Source: an optimization exercise on an open RTL-to-GDS flow (aim: small area and a short achievable clock period). Production flows keep margins and buffers that such runs may drop.
The RTL was checked by simulation tests, not by an equivalence proof against the original design.
Power figures rest on the tool's default switching activity, not on a simulated workload.

==> run.sh <==
#!/bin/bash
# synth_recipe.tcl (not shown) runs the flow's synth.tcl, then flattens the netlist and writes it again
# the make line also repeats each setting of config.mk as NAME=value (left out here)
make -C /OpenROAD-flow-scripts/flow DESIGN_CONFIG=/design/flow/config.mk WORK_HOME=/design/flow/orfs CLKGATE_MAP_FILE= SYNTH_SCRIPT=/design/flow/synth_recipe.tcl finish
==> config.mk <==
export PLATFORM = sky130hd
export DESIGN_NAME = cordic_sincos
export DESIGN_NICKNAME = cordic_sincos
export VERILOG_FILES = /design/flow/design.v
export SDC_FILE = /design/flow/constraint.sdc
export NUM_CORES = 4
export LEC_CHECK = 0
export CAP_MARGIN = 20
export CORE_MARGIN = 2
export CORE_UTILIZATION = 40
export SLEW_MARGIN = 20
==> constraint.sdc <==
create_clock -name core_clock -period 4.0 [get_ports {clk}]
set_input_delay 0.8000 -clock core_clock [delete_from_list [all_inputs] [get_ports {clk}]]
set_output_delay 0.8000 -clock core_clock [all_outputs]
set_load 0.01 [all_outputs]
==> design.v <==
module cordic_sincos
(
    input  logic   clk,
    input  logic   rst_n,
    input  logic   in_valid,
    input  logic signed [7:0] angle,
    output logic   out_valid,
    output logic signed [7:0] sine,
    output logic signed [7:0] cosine
);
    logic       a_valid;
    logic [7:0] a_q;
    logic [7:0] sin_d;
    logic [7:0] cos_d;
    always_ff @(posedge clk) begin
        if (!rst_n) begin
            a_valid   <= 1'b0;
            out_valid <= 1'b0;
        end else begin
            a_valid   <= in_valid;
            out_valid <= a_valid;
        end
    end
    always_ff @(posedge clk) begin
        a_q    <= angle;
        sine   <= sin_d;
        cosine <= cos_d;
    end
    always_comb begin
        case (a_q)
            8'd156: begin sin_d = 8'd192; cos_d = 8'd1; end
            8'd157: begin sin_d = 8'd192; cos_d = 8'd2; end
            8'd158: begin sin_d = 8'd192; cos_d = 8'd3; end
            8'd159: begin sin_d = 8'd192; cos_d = 8'd4; end
            8'd160: begin sin_d = 8'd192; cos_d = 8'd4; end
            8'd161: begin sin_d = 8'd192; cos_d = 8'd6; end
            8'd162: begin sin_d = 8'd192; cos_d = 8'd7; end
            8'd163: begin sin_d = 8'd192; cos_d = 8'd8; end
            8'd164: begin sin_d = 8'd193; cos_d = 8'd9; end
            8'd165: begin sin_d = 8'd193; cos_d = 8'd10; end
            8'd166: begin sin_d = 8'd193; cos_d = 8'd10; end
            8'd167: begin sin_d = 8'd193; cos_d = 8'd11; end
            8'd168: begin sin_d = 8'd193; cos_d = 8'd12; end
            8'd169: begin sin_d = 8'd193; cos_d = 8'd13; end
            8'd170: begin sin_d = 8'd194; cos_d = 8'd14; end
            8'd171: begin sin_d = 8'd194; cos_d = 8'd15; end
            8'd172: begin sin_d = 8'd194; cos_d = 8'd16; end
            8'd173: begin sin_d = 8'd194; cos_d = 8'd17; end
            8'd174: begin sin_d = 8'd195; cos_d = 8'd18; end
            8'd175: begin sin_d = 8'd195; cos_d = 8'd19; end
            8'd176: begin sin_d = 8'd195; cos_d = 8'd20; end
            8'd177: begin sin_d = 8'd196; cos_d = 8'd21; end
            8'd178: begin sin_d = 8'd196; cos_d = 8'd22; end
            8'd179: begin sin_d = 8'd196; cos_d = 8'd23; end
            8'd180: begin sin_d = 8'd197; cos_d = 8'd24; end
            8'd181: begin sin_d = 8'd197; cos_d = 8'd25; end
            8'd182: begin sin_d = 8'd197; cos_d = 8'd26; end
            8'd183: begin sin_d = 8'd198; cos_d = 8'd27; end
            8'd184: begin sin_d = 8'd198; cos_d = 8'd28; end
            8'd185: begin sin_d = 8'd199; cos_d = 8'd28; end
            8'd186: begin sin_d = 8'd199; cos_d = 8'd29; end
            8'd187: begin sin_d = 8'd200; cos_d = 8'd30; end
            8'd188: begin sin_d = 8'd200; cos_d = 8'd31; end
            8'd189: begin sin_d = 8'd201; cos_d = 8'd32; end
            8'd190: begin sin_d = 8'd201; cos_d = 8'd33; end
            8'd191: begin sin_d = 8'd202; cos_d = 8'd34; end
            8'd192: begin sin_d = 8'd202; cos_d = 8'd35; end
            8'd193: begin sin_d = 8'd203; cos_d = 8'd35; end
            8'd194: begin sin_d = 8'd203; cos_d = 8'd36; end
            8'd195: begin sin_d = 8'd204; cos_d = 8'd37; end
            8'd196: begin sin_d = 8'd204; cos_d = 8'd38; end
            8'd197: begin sin_d = 8'd205; cos_d = 8'd39; end
            8'd198: begin sin_d = 8'd206; cos_d = 8'd39; end
            8'd199: begin sin_d = 8'd206; cos_d = 8'd40; end
            8'd200: begin sin_d = 8'd207; cos_d = 8'd41; end
            8'd201: begin sin_d = 8'd208; cos_d = 8'd42; end
            8'd202: begin sin_d = 8'd208; cos_d = 8'd43; end
            8'd203: begin sin_d = 8'd209; cos_d = 8'd43; end
            8'd204: begin sin_d = 8'd210; cos_d = 8'd44; end
            8'd205: begin sin_d = 8'd210; cos_d = 8'd45; end
            8'd206: begin sin_d = 8'd211; cos_d = 8'd45; end
            8'd207: begin sin_d = 8'd212; cos_d = 8'd46; end
            8'd208: begin sin_d = 8'd212; cos_d = 8'd47; end
            8'd209: begin sin_d = 8'd213; cos_d = 8'd47; end
            8'd210: begin sin_d = 8'd214; cos_d = 8'd48; end
            8'd211: begin sin_d = 8'd215; cos_d = 8'd49; end
            8'd212: begin sin_d = 8'd215; cos_d = 8'd49; end
            8'd213: begin sin_d = 8'd216; cos_d = 8'd50; end
            8'd214: begin sin_d = 8'd217; cos_d = 8'd51; end
            8'd215: begin sin_d = 8'd218; cos_d = 8'd51; end
            8'd216: begin sin_d = 8'd219; cos_d = 8'd52; end
            8'd217: begin sin_d = 8'd219; cos_d = 8'd52; end
            8'd218: begin sin_d = 8'd220; cos_d = 8'd53; end
            8'd219: begin sin_d = 8'd221; cos_d = 8'd54; end
            8'd220: begin sin_d = 8'd222; cos_d = 8'd54; end
            8'd221: begin sin_d = 8'd223; cos_d = 8'd55; end
            8'd222: begin sin_d = 8'd224; cos_d = 8'd55; end
            8'd223: begin sin_d = 8'd224; cos_d = 8'd56; end
            8'd224: begin sin_d = 8'd225; cos_d = 8'd56; end
            8'd225: begin sin_d = 8'd226; cos_d = 8'd57; end
            8'd226: begin sin_d = 8'd227; cos_d = 8'd57; end
            8'd227: begin sin_d = 8'd228; cos_d = 8'd58; end
            8'd228: begin sin_d = 8'd229; cos_d = 8'd58; end
            8'd229: begin sin_d = 8'd230; cos_d = 8'd58; end
            8'd230: begin sin_d = 8'd231; cos_d = 8'd59; end
            8'd231: begin sin_d = 8'd232; cos_d = 8'd59; end
            8'd232: begin sin_d = 8'd233; cos_d = 8'd60; end
            8'd233: begin sin_d = 8'd233; cos_d = 8'd60; end
            8'd234: begin sin_d = 8'd234; cos_d = 8'd60; end
            8'd235: begin sin_d = 8'd235; cos_d = 8'd61; end
            8'd236: begin sin_d = 8'd236; cos_d = 8'd61; end
            8'd237: begin sin_d = 8'd237; cos_d = 8'd61; end
            8'd238: begin sin_d = 8'd238; cos_d = 8'd61; end
            8'd239: begin sin_d = 8'd239; cos_d = 8'd62; end
            8'd240: begin sin_d = 8'd240; cos_d = 8'd62; end
            8'd241: begin sin_d = 8'd241; cos_d = 8'd62; end
            8'd242: begin sin_d = 8'd242; cos_d = 8'd62; end
            8'd243: begin sin_d = 8'd243; cos_d = 8'd63; end
            8'd244: begin sin_d = 8'd244; cos_d = 8'd63; end
            8'd245: begin sin_d = 8'd245; cos_d = 8'd63; end
            8'd246: begin sin_d = 8'd246; cos_d = 8'd63; end
            8'd247: begin sin_d = 8'd247; cos_d = 8'd63; end
            8'd248: begin sin_d = 8'd248; cos_d = 8'd64; end
            8'd249: begin sin_d = 8'd249; cos_d = 8'd64; end
            8'd250: begin sin_d = 8'd250; cos_d = 8'd64; end
            8'd251: begin sin_d = 8'd251; cos_d = 8'd64; end
            8'd252: begin sin_d = 8'd252; cos_d = 8'd64; end
            8'd253: begin sin_d = 8'd253; cos_d = 8'd64; end
            8'd254: begin sin_d = 8'd254; cos_d = 8'd64; end
            8'd255: begin sin_d = 8'd255; cos_d = 8'd64; end
            8'd0: begin sin_d = 8'd0; cos_d = 8'd64; end
            8'd1: begin sin_d = 8'd1; cos_d = 8'd64; end
            8'd2: begin sin_d = 8'd2; cos_d = 8'd64; end
            8'd3: begin sin_d = 8'd3; cos_d = 8'd64; end
            8'd4: begin sin_d = 8'd4; cos_d = 8'd64; end
            8'd5: begin sin_d = 8'd5; cos_d = 8'd64; end
            8'd6: begin sin_d = 8'd6; cos_d = 8'd64; end
            8'd7: begin sin_d = 8'd7; cos_d = 8'd64; end
            8'd8: begin sin_d = 8'd8; cos_d = 8'd64; end
            8'd9: begin sin_d = 8'd9; cos_d = 8'd63; end
            8'd10: begin sin_d = 8'd10; cos_d = 8'd63; end
            8'd11: begin sin_d = 8'd11; cos_d = 8'd63; end
            8'd12: begin sin_d = 8'd12; cos_d = 8'd63; end
            8'd13: begin sin_d = 8'd13; cos_d = 8'd63; end
            8'd14: begin sin_d = 8'd14; cos_d = 8'd62; end
            8'd15: begin sin_d = 8'd15; cos_d = 8'd62; end
            8'd16: begin sin_d = 8'd16; cos_d = 8'd62; end
            8'd17: begin sin_d = 8'd17; cos_d = 8'd62; end
            8'd18: begin sin_d = 8'd18; cos_d = 8'd61; end
            8'd19: begin sin_d = 8'd19; cos_d = 8'd61; end
            8'd20: begin sin_d = 8'd20; cos_d = 8'd61; end
            8'd21: begin sin_d = 8'd21; cos_d = 8'd61; end
            8'd22: begin sin_d = 8'd22; cos_d = 8'd60; end
            8'd23: begin sin_d = 8'd23; cos_d = 8'd60; end
            8'd24: begin sin_d = 8'd23; cos_d = 8'd60; end
            8'd25: begin sin_d = 8'd24; cos_d = 8'd59; end
            8'd26: begin sin_d = 8'd25; cos_d = 8'd59; end
            8'd27: begin sin_d = 8'd26; cos_d = 8'd58; end
            8'd28: begin sin_d = 8'd27; cos_d = 8'd58; end
            8'd29: begin sin_d = 8'd28; cos_d = 8'd58; end
            8'd30: begin sin_d = 8'd29; cos_d = 8'd57; end
            8'd31: begin sin_d = 8'd30; cos_d = 8'd57; end
            8'd32: begin sin_d = 8'd31; cos_d = 8'd56; end
            8'd33: begin sin_d = 8'd32; cos_d = 8'd56; end
            8'd34: begin sin_d = 8'd32; cos_d = 8'd55; end
            8'd35: begin sin_d = 8'd33; cos_d = 8'd55; end
            8'd36: begin sin_d = 8'd34; cos_d = 8'd54; end
            8'd37: begin sin_d = 8'd35; cos_d = 8'd54; end
            8'd38: begin sin_d = 8'd36; cos_d = 8'd53; end
            8'd39: begin sin_d = 8'd37; cos_d = 8'd52; end
            8'd40: begin sin_d = 8'd37; cos_d = 8'd52; end
            8'd41: begin sin_d = 8'd38; cos_d = 8'd51; end
            8'd42: begin sin_d = 8'd39; cos_d = 8'd51; end
            8'd43: begin sin_d = 8'd40; cos_d = 8'd50; end
            8'd44: begin sin_d = 8'd41; cos_d = 8'd49; end
            8'd45: begin sin_d = 8'd41; cos_d = 8'd49; end
            8'd46: begin sin_d = 8'd42; cos_d = 8'd48; end
            8'd47: begin sin_d = 8'd43; cos_d = 8'd47; end
            8'd48: begin sin_d = 8'd44; cos_d = 8'd47; end
            8'd49: begin sin_d = 8'd44; cos_d = 8'd46; end
            8'd50: begin sin_d = 8'd45; cos_d = 8'd45; end
            8'd51: begin sin_d = 8'd46; cos_d = 8'd45; end
            8'd52: begin sin_d = 8'd46; cos_d = 8'd44; end
            8'd53: begin sin_d = 8'd47; cos_d = 8'd43; end
            8'd54: begin sin_d = 8'd48; cos_d = 8'd43; end
            8'd55: begin sin_d = 8'd48; cos_d = 8'd42; end
            8'd56: begin sin_d = 8'd49; cos_d = 8'd41; end
            8'd57: begin sin_d = 8'd50; cos_d = 8'd40; end
            8'd58: begin sin_d = 8'd50; cos_d = 8'd39; end
            8'd59: begin sin_d = 8'd51; cos_d = 8'd39; end
            8'd60: begin sin_d = 8'd52; cos_d = 8'd38; end
            8'd61: begin sin_d = 8'd52; cos_d = 8'd37; end
            8'd62: begin sin_d = 8'd53; cos_d = 8'd36; end
            8'd63: begin sin_d = 8'd53; cos_d = 8'd35; end
            8'd64: begin sin_d = 8'd54; cos_d = 8'd35; end
            8'd65: begin sin_d = 8'd54; cos_d = 8'd34; end
            8'd66: begin sin_d = 8'd55; cos_d = 8'd33; end
            8'd67: begin sin_d = 8'd55; cos_d = 8'd32; end
            8'd68: begin sin_d = 8'd56; cos_d = 8'd31; end
            8'd69: begin sin_d = 8'd56; cos_d = 8'd30; end
            8'd70: begin sin_d = 8'd57; cos_d = 8'd29; end
            8'd71: begin sin_d = 8'd57; cos_d = 8'd28; end
            8'd72: begin sin_d = 8'd58; cos_d = 8'd28; end
            8'd73: begin sin_d = 8'd58; cos_d = 8'd27; end
            8'd74: begin sin_d = 8'd59; cos_d = 8'd26; end
            8'd75: begin sin_d = 8'd59; cos_d = 8'd25; end
            8'd76: begin sin_d = 8'd59; cos_d = 8'd24; end
            8'd77: begin sin_d = 8'd60; cos_d = 8'd23; end
            8'd78: begin sin_d = 8'd60; cos_d = 8'd22; end
            8'd79: begin sin_d = 8'd60; cos_d = 8'd21; end
            8'd80: begin sin_d = 8'd61; cos_d = 8'd20; end
            8'd81: begin sin_d = 8'd61; cos_d = 8'd19; end
            8'd82: begin sin_d = 8'd61; cos_d = 8'd18; end
            8'd83: begin sin_d = 8'd62; cos_d = 8'd17; end
            8'd84: begin sin_d = 8'd62; cos_d = 8'd16; end
            8'd85: begin sin_d = 8'd62; cos_d = 8'd15; end
            8'd86: begin sin_d = 8'd62; cos_d = 8'd14; end
            8'd87: begin sin_d = 8'd63; cos_d = 8'd13; end
            8'd88: begin sin_d = 8'd63; cos_d = 8'd12; end
            8'd89: begin sin_d = 8'd63; cos_d = 8'd11; end
            8'd90: begin sin_d = 8'd63; cos_d = 8'd10; end
            8'd91: begin sin_d = 8'd63; cos_d = 8'd10; end
            8'd92: begin sin_d = 8'd63; cos_d = 8'd9; end
            8'd93: begin sin_d = 8'd64; cos_d = 8'd8; end
            8'd94: begin sin_d = 8'd64; cos_d = 8'd7; end
            8'd95: begin sin_d = 8'd64; cos_d = 8'd6; end
            8'd96: begin sin_d = 8'd64; cos_d = 8'd4; end
            8'd97: begin sin_d = 8'd64; cos_d = 8'd4; end
            8'd98: begin sin_d = 8'd64; cos_d = 8'd3; end
            8'd99: begin sin_d = 8'd64; cos_d = 8'd2; end
            8'd100: begin sin_d = 8'd64; cos_d = 8'd1; end
            default: begin sin_d = 8'bx; cos_d = 8'bx; end
        endcase
    end
endmodule
==> results of run 1 <==
routing by layer:
layer	vias up	global-route usage [%]	part of all wire [%]
met5	-	0	0
met4	0	10.5	3.6
met3	39	5.75	11
met2	228	36.5	44
met1	1465	35.8	42
li1	1466	-	-
kinds of logic (layout without fill, tap and decap cells):
group,count (synthesis),in the layout
AOI/OAI and AO/OA,158,158
and+or+nand+nor,130,130
buffers and inverters,54,48
DFF,25,25
adders and majority gates,15,15
muxes,7,7
xor gates and xnor gates,4,4
other,1,1
where the power goes:
part,leakage [nW],switching [W],total [W],internal (W)
clock network,0.0255,0.0000869,0.000157,0.0000699
logic,0.892,0.000162,0.000288,0.000126
registers,0.210,0.0000349,0.000306,0.000271
total,1.13,0.000284,0.000751,0.000467
flip-flops by register name (all words and copies together), names as in the netlist:
register and count:
out_valid 1, a_q 8, a_valid 1, cosine 7, sine 8
cells in the final DEF (no fill, tap or decap), types with 8 or more instances in the layout:
cell	count
nor2_1	31
nand2b_1	15
nor2b_1	14
a21oi_1	31
o21ai_0	25
nand2_1	35
clkdlybuf4s50_1	26
nor3_1	8
buf_4	8
o211ai_1	16
dfxtp_1	22
ha_1	15
a31oi_1	12
nand3_1	8
critical path: stages, from the launching register on:
cell and delay, ns:
dfxtp_1 0.65, inv_1 0.23, ha_1 0.59, nand2_1 0.21, nor3b_1 0.23, a2111oi_0 0.40
a221oi_1 0.09, o211ai_1 0.25
cell type report:
class / count / area (um2) / share of cell area (%)
well taps: 96 / 120 / 3.92
inverters: 10 / 37.5 / 1.22
clock buffers: 3 / 41.3 / 1.35
multi-input cells: 315 / 2040 / 66.5
clock inverters: 1 / 5.00 / 0.163
flip-flops and latches: 25 / 504 / 16.4
repair buffers: 34 / 320 / 10.4
worst min path at each step:
| stage | slack (ns) | depth (start not counted) | end |
|---|---|---|---|
| global route | 0.48 | 1 | out_valid |
| floorplan | 0.39 | 0 | sine[7] |
| global placement | 0.41 | 1 | out_valid |
| detailed placement | 0.42 | 1 | out_valid |
| CTS | 0.45 | 1 | out_valid |
| finish | 0.45 | 1 | out_valid |
per-stage QoR:
step                instance area, um2  setup WS [ns]  util, %  cells  hold slack (ns)
floorplan                         2810           1.62        -    394            0.389
global placement                  3020           1.43     44.5    480            0.412
detailed placement                3020           1.31     44.5    480            0.416
CTS                               3070           1.30     45.1    484            0.450
global route                      3070           1.02     45.1    484            0.479
finish                            3070           1.26     45.1    484            0.447
==> results by group, run 1 <==
Worst setup path
  • Type of element launching the critical path: flop
  • R2R Path End: sine[1]
  • CP endpoint: sine[1]
  • Critical path data arrival time: 2.93 ns
  • RR Startpoint: a_q[0]
  • FF-to-FF path depth: 7
  • Endpoint type of the worst setup path: flop
  • Required time of the critical path: about 4.2 ns
  • R2r setup slk: 1.26 ns
  • Start-to-end type of the worst setup path: reg2reg
  • Biggest fanout along the worst timing path: 14
  • Origin of the worst setup path: a_q[0]

Clock network
  • Clock-pin slew reported for the worst setup and hold paths after clock tree synthesis: roughly 0.090 ns
  • TritonCTS clock tree: built
  • Num CTS Buffers: 3
  • Clock latency on the worst-skew pair: 0.28 ns
  • Number of hold buffers added after cts: 0
  • Maximum number of buffers from clock root to sink: 2
  • Count of buffers added by post-CTS timing repair for setup: 0
  • H-Tree Depth: 1
  • Number of clock sinks: 25
  • Clock tree root driver cell: clkbuf_8
  • Post-cts resize count: 0

Drt
  • Residual antenna-violating net count after detailed routing: 0
  • Iteration-0 DRC Markers: between 600 and 700
  • WL/cell: 19.6 um
  • Drc violations: 0
  • Final wirelength: 9.49 mm
  • Via-per-instance ratio: 6.61
  • First-pass DRT Iterations: 6
  • Routed via count: approximately 3,200

Global route
  • Overall routing resource usage: 25.2%
  • First-pass GRT wire length: around 15 mm
  • Total grt overflow: 0
  • Maximum number of pins on one net before global-route repair: 49
  • Number of antenna violations at the first check in global routing: 0
  • Vias in the first global route: 2,826

Logic synthesis
  • Area share of fa/ha/maj cells after synthesis: 6.68%
  • Most numerous cell types in the synthesized netlist: nand2_1, a21oi_1, nor2_1
  • Main area contributors after synthesis: dfxtp_1, ha_1, a21oi_1
  • Post-synth EDFFs: 0
  • Yosys reg bits: 25
  • Post-Synth Simple-Gate Area: 23.1%
  • Sequential element share of the synthesized area: 17.8%
  • Proportion of synthesized flip-flops having asynchronous set or reset: 0%
  • Synthesis Warnings: 1
  • Combined area of all synthesized cells: roughly 2800 um2
  • Fraction of synthesized area in multiplexers: 2.54%
  • Post-synthesis average cell area: 7.13 um2
  • Post-synthesis share of cell area spent on xor and xnor gates: 1.25%
  • Number of distinct library cells after synthesis: between 60 and 70
  • Synth Area in Compound Gates: 38.9%
  • Largest family of logic cells by synthesized area: compound AO/OA/AOI/OAI gates
  • Most used standard cell by instance count after synthesis: nand2_1
  • Most used DFF post-synth: dfxtp_1
  • Top-area cell type share of the netlist area: 17.8%
  • Post-synthesis net count: 420
  • Cell accounting for the most synthesized area: dfxtp_1
  • Gate Count Post-Synth: approximately 390

Timing
  • Timing-limited maximum frequency: 0.364 GHz
  • Final TNS setup: 0 ns
  • Hold violation count in the final report: 0
  • Setup skew after layout: 0.00471 ns
  • Unrepaired setup endpoints after global routing: false
  • Count of final max-slew check failures: 0
  • Normalized max-slew margin: 38.7%
  • Worst slew pin tran: 0.918 ns
  • Clock period minus worst slack: between 2 and 3 ns
  • Period utilization: 68.6%
  • Final count of negative-setup-slack endpoints: 0

Min path
  • Hold path start: a_valid
  • Worst min-delay path class: reg2reg

Placement
  • Half-perimeter wire length after detailed placement: 6.38 mm
  • Number of input and output port buffers inserted: 26
  • Placer's final routability congestion estimate: 0.945

Power and ir drop
  • Lkg Pwr: 1.13 nW
  • Pwr/cell area: 245 nW/um2
  • Peak ir drop on the vdd network: 0.148 mV
  • Power after layout: between 0.0007 and 0.0008 W

Cells and area
  • Count of inserted antenna diode cells: 0
  • Share of cells above drive strength 1: 5.67%
  • Fill cell instance count of the final layout: 706
  • Signed area change from the synthesized netlist to the final layout: 9.22%
  • Net count reported at finish: 415

Floorplan
  • Initial Util: between 40% and 50%
  • Core outline area: between 6000 and 7000 um2
  • Number of top-level pins: 28
  • Area of the die: 7710 um2
  • Die Span Y: 87.8 um
  • Die Wd: around 88 um
  • Site Rows: 30

Run
  • Max-cap violations: 0

Status
  • Run status: finished clean
==> inputs of run 2 (changes only) <==
--- a/config.mk
+++ b/config.mk
@@ -7,2 +7,3 @@
 export LEC_CHECK = 0
+export ABC_AREA = 1
 export CAP_MARGIN = 20
@@ -10,2 +11,3 @@
 export CORE_UTILIZATION = 40
+export SETUP_SLACK_MARGIN = 2.3
 export SLEW_MARGIN = 20
==> results by group, run 2 <==
Cells and area
  • Cell area after layout: 3210 um2
  • Registers with the most flip-flops: a_q: 8 flops, sine: 8 flops, cosine: 7 flops
  • Net count reported at finish: 511
  • Most common library cell in the layout ignoring fill and taps: nand2_1
  • Count of inserted antenna diode cells: 0
  • Share of cells above drive strength 1: a little under a fifth
  • Leading cell types in the layout, fill and taps excluded: nand2_1, nand3_1, inv_1, nor2_1, o21ai_0
  • Signed area change from the synthesized netlist to the final layout: 27.1%

Placement
  • Post-Place Setup Slack: roughly 1.7 ns
  • Cell area after placement: 2780 um2
  • Half-perimeter wire length after detailed placement: a little under 7 mm
  • Placer's final routability congestion estimate: 1.01
  • Number of input and output port buffers inserted: 26

Min path
  • Worst min-delay path class: reg2reg

Floorplan
  • Core outline area: around 6000 um2
  • Initial Util: 42.1%
  • Area of the die: 6950 um2
  • Number of top-level pins: 28
  • Die Span Y: 83.4 um
  • Die Wd: between 80 and 90 um
  • Site Rows: 28

Logic synthesis
  • Sequential element share of the synthesized area: 19.9%
  • Main area contributors after synthesis: nand2_1, dfxtp_1, nand3_1
  • Number of distinct library cells after synthesis: 27
  • Post-synthesis net count: 483
  • Combined area of all synthesized cells: approximately 2500 um2
  • Proportion of synthesized flip-flops having asynchronous set or reset: 0%
  • Post-synth EDFFs: 0
  • Synthesis Warnings: 1
  • Yosys reg bits: 25
  • Top-area cell type share of the netlist area: roughly a quarter
  • Cell accounting for the most synthesized area: nand2_1
  • Most numerous cell types in the synthesized netlist: nand2_1, nand3_1, inv_1, nor2_1, o21ai_0
  • Most used DFF post-synth: dfxtp_1
  • Post-synthesis average cell area: approximately 5.5 um2
  • Most used standard cell by instance count after synthesis: nand2_1
  • Gate Count Post-Synth: 457

Worst setup path
  • Kind of cell with the highest combined delay on the critical path: flip-flops
  • Worst-path cell with the longest stage delay: dfxtp_1
  • Biggest fanout along the worst timing path: 1
  • Required time of the critical path: 3.20 ns
  • Critical path data arrival time: 0.88 ns
  • Endpoint type of the worst setup path: output pin
  • Start-to-end type of the worst setup path: reg2out
  • Worst path bufs/invs: 1
  • Type of element launching the critical path: flop
  • Cell Chain, Critical Path: dlygate4sd2_1
  • Largest stage delay, worst path: 0.32 ns

Power and ir drop
  • Register share of total power: 36.7%
  • Power spent charging and discharging nets: between 0.0003 and 0.0004 W
  • Peak ir drop on the vdd network: ~0.15 mV
  • Pwr/cell area: ~240 nW/um2
  • Clk network pwr share: 21.6%
  • Internal power component: 0.000460 W
  • Share of total power consumed by net switching: 40.9%
  • Lkg Pwr: 1.60 nW
  • Logic pwr share: between 40% and 50%

Timing
  • Final TNS setup: 0 ns
  • Final worst setup slack: 2.32 ns
  • Worst slew pin tran: ~0.55 ns
  • Hold violation count in the final report: 0
  • Final count of negative-setup-slack endpoints: 0
  • Normalized max-slew margin: 63.6%
  • Count of final max-slew check failures: 0
  • Period utilization: approximately two fifths
  • Setup skew after layout: 0.0122 ns
  • Clock period minus worst slack: between 1.5 and 2 ns
  • Timing-limited maximum frequency: around 0.6 GHz
  • Unrepaired setup endpoints after global routing: true

Clock network
  • Clock tree root driver cell: clkbuf_8
  • Number of clock sinks: 25
  • Clock latency on the worst-skew pair: 0.29 ns
  • Maximum number of buffers from clock root to sink: 2
  • Number of hold buffers added after cts: 0
  • Num CTS Buffers: 3
  • TritonCTS clock tree: built
  • Clock-pin slew reported for the worst setup and hold paths after clock tree synthesis: ~0.11 ns
  • H-Tree Depth: 1

Run
  • Max-cap violations: 0

Global route
  • Overall routing resource usage: ~28%
  • Total grt overflow: 0
  • Vias in the first global route: 2,993
  • First-pass GRT wire length: roughly 16 mm
  • Number of antenna violations at the first check in global routing: 0
  • Maximum number of pins on one net before global-route repair: 37

Drt
  • WL/cell: between 15 and 20 um
  • Final wirelength: 9.98 mm
  • First-pass DRT Iterations: 8
  • Via-per-instance ratio: 5.97
  • Residual antenna-violating net count after detailed routing: 0
  • Drc violations: 0
  • Routed via count: 3,340
  • Iteration-0 DRC Markers: slightly below 600

Status
  • Run status: finished clean
run 2: power groups by stage:
stage	registers [W]	logic [W]	clock network [W]
final	0.000285	0.000325	0.000168
after global routing	0.000287	0.000351	0.000184
after CTS	0.000284	0.000280	0.000175
after detailed placement	0.000294	0.000275	0
after global placement	0.000294	0.000281	0
after floorplan	0.000296	0.000176	0
run 2: through the flow:
stage / util (%) / instances / total power (W) / hold slack (ns)
finish: 53.5 / 559 / 0.000778 / 0.415
global route: 53.5 / 559 / 0.000823 / 0.444
CTS: 48.9 / 549 / 0.000740 / 0.417
detailed placement: 46.4 / 540 / 0.000569 / 0.397
global placement: 46.4 / 540 / 0.000575 / 0.391
floorplan: - / 457 / 0.000472 / 0.354
run 2: area by class of cell:
type	count	area [um2]
Tap cell	75	93.8
Fill cell	608	2790
Clock buffer	3	41.3
Clock inverter	1	7.51
Inverter	43	188
Sequential cell	25	518
Multi-Input combinational cell	368	1930
Timing Repair Buffer	44	429
run 2: cell families after synthesis:
family / Yosys count / share of synthesized area (%)
AND/OR/NAND/NOR: 279 / 45.7
AO/OA/AOI/OAI: 73 / 15.6
buffers and inverters: 64 / 11.2
flip-flops: 25 / 19.9
adder cells (fa/ha/maj): 15 / 7.44
other: 1 / 0.149
run 2: final timing paths:
| path | slack [ns] | depth (start not counted) | start | to |
|---|---|---|---|---|
| max | 2.32 | 1 | sine[0] | sine[0] |
| min reg2reg | 0.41 | 2 | a_valid | out_valid |
| max reg2reg | 2.33 | 9 | a_q[2] | sine[0] |
| min | 0.41 | 2 | a_valid | out_valid |
run 2: layer usage:
layer / vias to the layer above / track usage [%] / share of wire (%)
li1: 1544 / - / -
met1: 1438 / 36.9 / 37
met2: 306 / 41.3 / 42
met3: 52 / 8.65 / 15
met4: 0 / 11.2 / 4.7
met5: - / 0 / 0
run 2: what timing repair did:
action	in CTS	in global routing
setup buffers	5	9
pin swaps	0	10
resized for setup	43	62
cloned	0	1
setup endpoints to repair	30	12
==> inputs of run 3 (changes only) <==
--- a/config.mk
+++ b/config.mk
@@ -11,3 +11,2 @@
 export CORE_UTILIZATION = 40
-export SETUP_SLACK_MARGIN = 2.3
 export SLEW_MARGIN = 20
==> results by group, run 3 <==
Status
  • Run status: finished clean

Logic synthesis
  • Proportion of synthesized flip-flops having asynchronous set or reset: 0%
  • Cell accounting for the most synthesized area: nand2_1
  • Yosys reg bits: 25
  • Top-area cell type share of the netlist area: 25.8%
  • Gate Count Post-Synth: 457
  • Combined area of all synthesized cells: ~2500 um2
  • Synthesis Warnings: 1
  • Most numerous cell types in the synthesized netlist: nand2_1, nand3_1, inv_1, nor2_1, o21ai_0
  • Most used standard cell by instance count after synthesis: nand2_1
  • Number of distinct library cells after synthesis: 27
  • Post-synthesis net count: about 480
  • Sequential element share of the synthesized area: between 10% and 20%
  • Post-synthesis average cell area: 5.52 um2
  • Main area contributors after synthesis: nand2_1, dfxtp_1, nand3_1
  • Post-synth EDFFs: 0
  • Most used DFF post-synth: dfxtp_1

Cells and area
  • Fill cell instance count of the final layout: 651
  • Count of inserted antenna diode cells: 0
  • Leading cell types in the layout, fill and taps excluded: nand2_1, nand3_1, inv_1, nor2_1, o21ai_0
  • Combined area of the multi-input logic cells: 1740 um2
  • Flip-flop and latch area: 500 um2
  • Signed area change from the synthesized netlist to the final layout: 12.4%
  • Cell area after layout: 2830 um2
  • Non-filler instance count after layout: around 550
  • Registers with the most flip-flops: a_q: 8 flops, sine: 8 flops, cosine: 7 flops
  • Most common library cell in the layout ignoring fill and taps: nand2_1
  • Share of cells above drive strength 1: 4.26%
  • Net count reported at finish: 497

Floorplan
  • Die Wd: 83.4 um
  • Number of top-level pins: 28
  • Die Span Y: between 80 and 90 um
  • Area of the die: 6950 um2
  • Site Rows: 28
  • Core outline area: ~6000 um2
  • Initial Util: 42.1%

Clock network
  • Post-cts resize count: 0
  • Clock-pin slew reported for the worst setup and hold paths after clock tree synthesis: around 0.11 ns
  • Clock latency on the worst-skew pair: 0.29 ns
  • Clock tree root driver cell: clkbuf_8
  • Num CTS Buffers: 3
  • Number of clock sinks: 25
  • Maximum number of buffers from clock root to sink: 2
  • Count of buffers added by post-CTS timing repair for setup: 0
  • TritonCTS clock tree: built
  • Number of hold buffers added after cts: 0
  • H-Tree Depth: 1

Timing
  • Period utilization: 64.0%
  • Timing-limited maximum frequency: 0.391 GHz
  • Worst-case hold slack: 0.414 ns
  • Hold violation count in the final report: 0
  • Final TNS setup: 0 ns
  • Count of final max-slew check failures: 0
  • Final count of negative-setup-slack endpoints: 0
  • Normalized max-slew margin: 56.1%
  • Unrepaired setup endpoints after global routing: false
  • Clock period minus worst slack: 2.56 ns
  • Worst slew pin tran: between 0.6 and 0.7 ns
  • Setup skew after layout: 0.00566 ns

Worst setup path
  • Largest stage delay, worst path: between 0.5 and 0.6 ns
  • Biggest fanout along the worst timing path: 14
  • Critical path data arrival time: 2.74 ns
  • Start-to-end type of the worst setup path: reg2reg
  • Worst-path cell with the longest stage delay: dfxtp_1
  • Required time of the critical path: ~4.2 ns
  • Cell Chain, Critical Path: clkinv_1 -> ha_1 -> inv_1 -> nand2_1 -> nand3_1 -> nand2_1 -> a21oi_1 -> nand3_1 -> nand2_1 -> nand3_1
  • Endpoint type of the worst setup path: flop
  • Type of element launching the critical path: flop

Run
  • Max-cap violations: 0

Placement
  • Half-perimeter wire length after detailed placement: 6.64 mm
  • Cell area after placement: around 2800 um2
  • Number of input and output port buffers inserted: 26
  • Number of cells after detailed placement: 541
  • Placer's final routability congestion estimate: 0.978

Global route
  • Total grt overflow: 0
  • Overall routing resource usage: 26.4%
  • First-pass GRT wire length: 14.9 mm
  • Number of antenna violations at the first check in global routing: 0
  • Vias in the first global route: 2,909
  • Maximum number of pins on one net before global-route repair: 37

Drt
  • Final wirelength: 9.37 mm
  • Drc violations: 0
  • Routed via count: between 3,000 and 4,000
  • First-pass DRT Iterations: 7
  • Iteration-0 DRC Markers: 741
  • Residual antenna-violating net count after detailed routing: 0
  • Via-per-instance ratio: 5.98
  • WL/cell: 17.2 um

Power and ir drop
  • Pwr/cell area: 263 nW/um2
  • Peak ir drop on the vdd network: 0.129 mV
  • Lkg Pwr: 1.44 nW

Min path
  • Worst min-delay path class: reg2reg
-- run 3: cell counts after synthesis --
Identical to the previous run, type by type.
-- run 3: cell type report --
| class | instances | area share, % |
|---|---|---|
| multi-input combinational | 368 | 61.4 |
| tap | 75 | 3.31 |
| sequential | 25 | 17.7 |
| clock buffer | 3 | 1.46 |
| timing repair buffer | 30 | 10.2 |
| inverter | 43 | 5.70 |
| clock inverter | 1 | 0.265 |
-- run 3: routing by layer --
layer	part of all wire, %	track usage, %	vias to the layer above
li1	-	-	1509
met1	39	36.4	1401
met2	42	39.5	308
met3	14	5.47	42
met4	4.2	11.5	0
met5	0	0	-
-- run 3: path summary, 6_finish.rpt --
kind	from	end	slack, ns	depth (start not counted)
hold reg to reg	a_valid	out_valid	0.41	2
hold / removal	a_valid	out_valid	0.41	2
setup / recovery	a_q[1]	cosine[0]	1.44	10
setup reg to reg	a_q[1]	cosine[0]	1.44	10
-- run 3: worst max-delay path, delay by kind of cell (launching register included) --
family                     cells  cell delay, ns
AOI/OAI and AO/OA              1            0.15
adders and majority gates      1            0.51
buffers and inverters          2            0.66
DFF                            1            0.58
and+or+nand+nor                6            0.56
-- run 3: metrics by stage --
step / total power, W / setup slack [ns] / utilization, %
floorplan: 0.000472 / 2.05 / -
global placement: 0.000575 / 1.62 / 46.5
detailed placement: 0.000568 / 1.56 / 46.5
CTS: 0.000738 / 1.55 / 47.3
global route: 0.000785 / 1.32 / 47.3
finish: 0.000745 / 1.44 / 47.3
-- run 3: logic make-up after synthesis --
family          synth area share [%]
flops                           19.9
other cells                    0.149
buf+inv                         11.2
compound gates                  15.6
fa+ha+maj                       7.44
simple gates                    45.7
-- run 3: report_power, final --
part           internal [W]  switching, W
sequential         0.000271     0.0000132
combinational      0.000104      0.000186
clock             0.0000711      0.000100

## what the ideal ports hide
Ports are ideal in the flow. The routed layouts listed here were re-timed in OpenROAD. Step 1 assumes that a clkbuf_16 drives the clock port and a buf_2 every other input. Step 2 moves the port delays by t, midway between the first and last clock arrival at a register: inputs arrive t later, outputs are due t later. That takes back most of the time a late clock gives input paths. Slacks: no drivers / after step 1 / after step 2; pairs: no drivers / after step 1.
run | t (ns) | setup slack, ns | worst hold slack (ns) | worst setup path after step 2 | slew at the worst register clock pin (ns)
run 1 | 0.302 | 1.256 / 1.256 / 1.256 | 0.447 / 0.447 / 0.447 | register to register | 0.09 / 0.09
run 2 | 0.309 | 2.324 / 2.295 / 2.334 | 0.415 / 0.415 / 0.415 | register to register | 0.11 / 0.11
run 3 | 0.311 | 1.442 / 1.442 / 1.442 | 0.414 / 0.414 / 0.414 | register to register | 0.11 / 0.11
After both steps setup and hold are still met in every run listed.
